Context: an optimization exercise on an open-source flow, tuned for small area, a short achievable clock period and few clock cycles per item. The choices shown serve that exercise and are no tape-out recipe.
Where RTL was checked, it was by simulation tests only, not by an equivalence proof against the original.
No activity file was given, so power comes from the tool's default toggle rates.

==> flow/design.v <==
package subcoord_pkg;
    typedef logic [32-1:0] float_t;
    typedef enum logic [3:0] {
        idle,
        request,
        start_x,
        start_y,
        point,
        count_fp,
        next_x,
        next_y,
        finish,
        done
    } seq_state_t;
    typedef enum logic {
        fp_add,
        fp_sub
    } fp_op_t;
    typedef enum logic [2:0] {
        sel_center_x,
        sel_center_y,
        sel_count,
        sel_step_x,
        sel_step_y
    } operand_sel_t;
endpackage
`timescale 1ns/10ps
module subcoord_top
(
    input  logic                        clock,
    input  logic                        reset,
    input  logic                        param_ready,
    input  logic                        coord_interface_done,
    input  logic [32-1:0] num_of_subsets,
    input  logic [31:0]                 subset_centerpoint_x,
    input  logic [31:0]                 subset_centerpoint_y,
    input  logic [31:0]                 half_subset_size,
    input  logic [32-1:0] subset_size_int,
    output logic                        coord_write,
    output logic [16-1:0] coord_addr,
    output logic [31:0]                 coord_x,
    output logic [31:0]                 coord_y,
    output logic                        coord_new_subset,
    output logic [32-1:0] base_address,
    output logic [32-1:0] num_pxl_int,
    output logic [31:0]                 num_pxl_fp,
    output logic                        sub_done,
    output logic [32-1:0] subset_counter
);
    localparam logic [2:0] S_IDLE  = 3'd0,
                           S_REQ   = 3'd1,
                           S_ALIGN = 3'd3,
                           S_RUN   = 3'd4,
                           S_NORM  = 3'd6,
                           S_DONE  = 3'd7;
    logic [2:0]  state;
    logic [16:0] xs;       
    logic [4:0]  xv;
    logic        xe6;
    logic [16:0] ys;
    logic [4:0]  yv;
    logic        ye6;
    logic [16:0] zs;
    logic [4:0]  zv;
    logic        xsub, zsub_done;     
    logic        xal, zal;            
    logic        xfin, zfin;          
    logic        xzr, zzr;            
    logic [7:0]  rr, cr;              
    logic        lr, lc;              
    logic        sel_x;               
    logic [3:0]  last_eq;             
    logic        is_last;             
    logic [31:0] cnt_inc;
    logic [15:0] base_q;
    logic [15:0] npi_q;
    logic [4:0]  npf_v;
    logic        npf_e6;
    logic [14:0] npf_m;
    logic [15:0] x_mm, y_mm, inc_mm;
    logic [4:0]  inc_v;
    logic [16:0] inc_t;
    logic [15:0] inc_m_o;
    logic [4:0]  inc_v_o;
    logic        inc_e6_o;
    always_comb
    begin
        for (int i = 0; i < 16; i++)
        begin
            x_mm[i] = xs[i] | (5'(i) < ~xv);
            y_mm[i] = ys[i] | (5'(i) < ~yv);
        end
        inc_mm   = sel_x ? x_mm : y_mm;
        inc_v    = sel_x ? xv : yv;
        inc_t    = {1'b0, inc_mm} + 17'd1;
        inc_m_o  = inc_t[15:0];
        inc_v_o  = (inc_v == 5'd0) ? 5'd15 : inc_v + {4'd0, inc_t[16]};
        inc_e6_o = (inc_v == 5'd0);
    end
    logic [4:0]  in_hv, in_xv, in_yv;
    logic        hs, last_px;
    logic        x_do, z_do, q_shift;
    logic        x_norm, z_norm;
    logic [4:0]  yv_n;
    logic [16:0] x_diff, z_diff;
    logic [7:0]  side_m1;
    logic        side_one;
    assign in_hv  = (half_subset_size[30] | half_subset_size[29])
                    ? {half_subset_size[30], half_subset_size[26:23]} : 5'd31;
    assign in_xv  = {subset_centerpoint_x[30], subset_centerpoint_x[26:23]};
    assign in_yv  = {subset_centerpoint_y[30], subset_centerpoint_y[26:23]};
    assign x_do    = !xsub && xal;
    assign z_do    = !zsub_done && zal;
    assign q_shift = !(xsub || xal) || !(zsub_done || zal);
    assign x_norm  = xsub && !xs[16] && !xfin;
    assign z_norm  = zsub_done && !zs[16] && !zfin;
    assign hs      = (state == S_REQ) && coord_interface_done;
    assign last_px = lr && lc;
    assign yv_n    = q_shift ? yv + 5'd1 : yv;
    assign x_diff = xs - ys;
    assign z_diff = zs - ys;
    assign cnt_inc  = subset_counter + 1'b1;
    assign side_m1  = subset_size_int[7:0] - 8'd1;
    assign side_one = (subset_size_int[7:0] == 8'd1);
    always_ff @(posedge clock)
    begin
        if (reset)
        begin
            state            <= S_IDLE;
            coord_new_subset <= 1'b0;
            coord_write      <= 1'b0;
            sub_done         <= 1'b0;
            coord_addr       <= '0;
            subset_counter   <= '0;
            npi_q            <= '0;
            npf_v            <= '0;
            npf_e6           <= 1'b0;
            npf_m            <= '0;
        end
        else
        begin
            case (state)
                S_IDLE:
                    if (param_ready)
                    begin
                        coord_new_subset <= 1'b1;
                        state            <= S_REQ;
                    end
                S_REQ:
                    if (coord_interface_done)
                    begin
                        coord_new_subset <= 1'b0;
                        state            <= S_ALIGN;
                    end
                S_ALIGN:
                    if (xfin && zfin)
                    begin
                        coord_write <= 1'b1;
                        state       <= S_RUN;
                    end
                S_RUN:
                begin
                    coord_addr <= coord_addr + 1'b1;
                    if (last_px)
                    begin
                        coord_write <= 1'b0;
                        state       <= S_NORM;
                    end
                end
                S_NORM:
                    if (zsub_done && zs[16])
                    begin
                        npi_q          <= x_diff[15:0];
                        npf_v          <= zv;
                        npf_e6         <= ~zv[4];
                        npf_m          <= zs[15:1];
                        subset_counter <= cnt_inc;
                        if (is_last)
                        begin
                            sub_done <= 1'b1;
                            state    <= S_DONE;
                        end
                        else
                            state <= S_IDLE;
                    end
                default: ;
            endcase
        end
    end
    always_ff @(posedge clock)
        for (int k = 0; k < 4; k++)
            last_eq[k] <= (cnt_inc[8*k +: 8] == num_of_subsets[8*k +: 8]);
    assign is_last = &last_eq;
    always_ff @(posedge clock)
    begin
        if (state == S_ALIGN && xfin && zfin)
            sel_x <= side_one;
        else if (state == S_RUN)
            sel_x <= !last_px && (lr ? side_one : (rr == 8'd1));
        else
            sel_x <= 1'b0;
    end
    always_ff @(posedge clock)
    begin
        xal <= hs ? (in_hv >= in_xv) : (yv_n >= xv);
        zal <= hs ? (in_hv >= in_yv) : (yv_n >= zv);
        if (hs || (state == S_RUN && last_px))
        begin
            xsub      <= 1'b0;
            zsub_done <= 1'b0;
            xfin      <= 1'b0;
            zfin      <= 1'b0;
        end
        else
        begin
            if (x_do)
                xsub <= 1'b1;
            if (z_do || state == S_NORM)
                zsub_done <= 1'b1;
            xfin <= x_do ? x_diff[16] : xsub && (xs[16] || xzr);
            zfin <= z_do ? z_diff[16] : zsub_done && (zs[16] || zzr);
        end
        xzr <= (xs == 17'd0);
        zzr <= (zs == 17'd0);
    end
    always_ff @(posedge clock)
    begin
        case (state)
            S_REQ:
            if (coord_interface_done)
            begin
                base_q <= coord_addr;
                xs     <= {1'b1, subset_centerpoint_x[22:7]};
                xv     <= in_xv;
                zs     <= {1'b1, subset_centerpoint_y[22:7]};
                zv     <= in_yv;
                ys     <= {half_subset_size[30] | half_subset_size[29], half_subset_size[22:7]};
                yv     <= in_hv;
            end
            S_ALIGN:
            begin
                if (xfin && zfin)
                begin
                    xv  <= xzr ? 5'd0 : xv;
                    xe6 <= !xzr && !xv[4];
                    zv  <= zzr ? 5'd0 : zv;
                    ys  <= zs;
                    yv  <= zzr ? 5'd0 : zv;
                    ye6 <= !zzr && !zv[4];
                    rr  <= side_m1;
                    cr  <= side_m1;
                    lr  <= side_one;
                    lc  <= side_one;
                end
                else
                begin
                    if (x_do)
                        xs <= x_diff;
                    else if (x_norm)
                    begin
                        xs <= {xs[15:0], 1'b0};
                        xv <= xv - 5'd1;
                    end
                    if (z_do)
                        zs <= z_diff;
                    else if (z_norm)
                    begin
                        zs <= {zs[15:0], 1'b0};
                        zv <= zv - 5'd1;
                    end
                    if (q_shift)
                    begin
                        ys <= {1'b0, ys[16:1]};
                        yv <= yv_n;
                    end
                end
            end
            S_RUN:
            begin
                if (last_px)
                begin
                    xs <= {1'b0, coord_addr + 1'b1};
                    ys <= {1'b0, base_q};
                end
                else if (sel_x)
                begin
                    xs[15:0] <= inc_m_o;
                    xv       <= inc_v_o;
                    xe6      <= inc_e6_o;
                    ys       <= zs;
                    yv       <= zv;
                    ye6      <= !zv[4] && zv[0];
                    rr       <= side_m1;
                    lr       <= side_one;
                    cr       <= cr - 8'd1;
                    lc       <= (cr == 8'd1);
                end
                else
                begin
                    ys[15:0] <= inc_m_o;
                    yv       <= inc_v_o;
                    ye6      <= inc_e6_o;
                    rr       <= rr - 8'd1;
                    lr       <= (rr == 8'd1);
                end
            end
            S_NORM:
                if (!zsub_done)
                begin
                    zs <= {x_diff[15:0], 1'b0};
                    zv <= 5'd30;
                end
                else if (!zs[16])
                begin
                    zs <= {zs[15:0], 1'b0};
                    zv <= zv - 5'd1;
                end
            default: ;
        endcase
    end
    assign coord_x        = {1'b0, xv[4], {3{xe6}}, xv[3:0], xs[15:0], 7'd0};
    assign coord_y        = {1'b0, yv[4], {3{ye6}}, yv[3:0], ys[15:0], 7'd0};
    assign base_address   = {16'd0, base_q};
    assign num_pxl_int    = {16'd0, npi_q};
    assign num_pxl_fp     = {1'b0, npf_v[4], {3{npf_e6}}, npf_v[3:0], npf_m, 8'd0};
endmodule
==> flow/config.mk <==
export PLATFORM = sky130hd
export DESIGN_NAME = subcoord_top
export DESIGN_NICKNAME = subcoord_top
export VERILOG_FILES = /design/flow/design.v
export SDC_FILE = /design/flow/constraint.sdc
export NUM_CORES = 4
export LEC_CHECK = 0
export CAP_MARGIN = 20
export CORE_MARGIN = 2
export CORE_UTILIZATION = 40
export SLEW_MARGIN = 20
==> flow/constraint.sdc <==
create_clock -name core_clock -period 12.0 [get_ports {clock}]
set_input_delay 2.4000 -clock core_clock [delete_from_list [all_inputs] [get_ports {clock}]]
set_output_delay 2.4000 -clock core_clock [all_outputs]
set_load 0.01 [all_outputs]
standard.sh (not shown) runs the stock make flow with config.mk's settings and CLKGATE_MAP_FILE= SYNTH_SCRIPT=/design/flow/synth_recipe.tcl, a recipe that flattens the netlist after the stock synthesis.
==> flow/flow/run.sh <==
#!/bin/bash
# The standard flow (standard.sh, standard synthesis) with these changes:
#  - port buffers are sky130_fd_sc_hd__buf_1;
#  - repair_timing may change footprints, does not clone gates, and aims
#    for extra setup slack (SETUP_SLACK_MARGIN below);
#  - CTS clusters up to 24 sinks per leaf buffer and adds no dummy loads.
# The make output goes to flow_make.log, each ORFS step logs to orfs/logs/.
set -euo pipefail
MARGIN=8.4
sed -e "s#\"\${@:-finish}\"#MATCH_CELL_FOOTPRINT=0 SETUP_SLACK_MARGIN=$MARGIN TNS_END_PERCENT=100 SKIP_GATE_CLONING=1 \"\${@:-finish}\"#" \
    standard.sh > flow_standard.sh
grep -q "SKIP_GATE_CLONING=1" flow_standard.sh
export BUFFER_PORTS_ARGS="-buffer_cell sky130_fd_sc_hd__buf_1"
export CTS_ARGS="-sink_clustering_enable -repair_clock_nets -dont_use_dummy_load -sink_clustering_size 24 -sink_clustering_max_diameter 120"
bash flow_standard.sh > flow_make.log 2>&1
The starting point finished with timing, DRC and antenna clean.
Edit:
--- a/flow/design.v
+++ b/flow/design.v
@@ -60,12 +60,13 @@
     logic [16:0] ys;
     logic [4:0]  yv;
     logic        ye6;
     logic [16:0] zs;
     logic [4:0]  zv;
     logic        xsub, zsub_done;     
+    logic        sel_z;               
     logic        xal, zal;            
     logic        xfin, zfin;          
     logic        xzr, zzr;            
     logic [7:0]  rr, cr;              
     logic        lr, lc;              
     logic        sel_x;               
@@ -106,22 +107,22 @@
     logic [7:0]  side_m1;
     logic        side_one;
     assign in_hv  = (half_subset_size[30] | half_subset_size[29])
                     ? {half_subset_size[30], half_subset_size[26:23]} : 5'd31;
     assign in_xv  = {subset_centerpoint_x[30], subset_centerpoint_x[26:23]};
     assign in_yv  = {subset_centerpoint_y[30], subset_centerpoint_y[26:23]};
-    assign x_do    = !xsub && xal;
-    assign z_do    = !zsub_done && zal;
-    assign q_shift = !(xsub || xal) || !(zsub_done || zal);
+    assign x_do    = !sel_z && !xsub && xal;
+    assign z_do    = sel_z && !zsub_done && zal;
+    assign q_shift = !(xsub && zsub_done) && !(sel_z ? zal : xal);
     assign x_norm  = xsub && !xs[16] && !xfin;
     assign z_norm  = zsub_done && !zs[16] && !zfin;
     assign hs      = (state == S_REQ) && coord_interface_done;
     assign last_px = lr && lc;
     assign yv_n    = q_shift ? yv + 5'd1 : yv;
-    assign x_diff = xs - ys;
-    assign z_diff = zs - ys;
+    assign x_diff = (sel_z ? zs : xs) - ys;
+    assign z_diff = x_diff;
     assign cnt_inc  = subset_counter + 1'b1;
     assign side_m1  = subset_size_int[7:0] - 8'd1;
     assign side_one = (subset_size_int[7:0] == 8'd1);
     always_ff @(posedge clock)
     begin
         if (reset)
@@ -203,23 +204,26 @@
     always_ff @(posedge clock)
     begin
         xal <= hs ? (in_hv >= in_xv) : (yv_n >= xv);
         zal <= hs ? (in_hv >= in_yv) : (yv_n >= zv);
         if (hs || (state == S_RUN && last_px))
         begin
+            sel_z     <= hs && (in_yv < in_xv);
             xsub      <= 1'b0;
             zsub_done <= 1'b0;
             xfin      <= 1'b0;
             zfin      <= 1'b0;
         end
         else
         begin
             if (x_do)
                 xsub <= 1'b1;
             if (z_do || state == S_NORM)
                 zsub_done <= 1'b1;
+            if (state == S_ALIGN && (x_do || z_do))
+                sel_z <= !sel_z;
             xfin <= x_do ? x_diff[16] : xsub && (xs[16] || xzr);
             zfin <= z_do ? z_diff[16] : zsub_done && (zs[16] || zzr);
         end
         xzr <= (xs == 17'd0);
         zzr <= (zs == 17'd0);
     end
After rerunning:
- routed wire length is lower by about 7%
- setup slack improves by 0.0081 ns
- clock skew decreases by 0.0078 ns
- register-to-register slack got worse by 0.15 ns
- power falls by about 13%
- sequential cell count went up by 1
- core utilization is higher by 1.6 points
- area after synthesis fell by about 4.4%
Testbench counts after the change, summed over its fixed seeds: cycles 50,630, points 48,960.
For the first run of this note, only the layout was checked, not whether the RTL still works.

afterwards: timing with drivers on the ports:
The results above use ideal ports. As a check the final layouts listed here were re-extracted and re-timed, cells and wires unchanged.
Step 1 assumes that a clkbuf_16 drives the clock port and a buf_2 every other input.
Step 2, shift: input delay + t, output delay - t, t = (earliest + latest rising clock arrival at the registers) / 2. This alone moves slack from input paths to output paths.
Slacks: ideal / step 1 / step 2; pairs: ideal / step 1.
| run | t (ns) | setup WS [ns] | worst hold slack (ns) | clock arrival spread, ns | slew at the worst register clock pin (ns) |
|---|---|---|---|---|---|
| the first run | 0.536 | 8.357 / 8.306 / 7.991 | 0.459 / 0.459 / 0.459 | 0.043 / 0.044 | 0.11 / 0.11 |
| the second run | 0.525 | 8.366 / 8.339 / 7.954 | 0.461 / 0.461 / 0.461 | 0.034 / 0.034 | 0.11 / 0.11 |
After both steps every run listed still meets setup and hold. The setup slack of the second run, which loses most, moves by -0.027 ns with the drivers and by -0.412 ns with both steps.
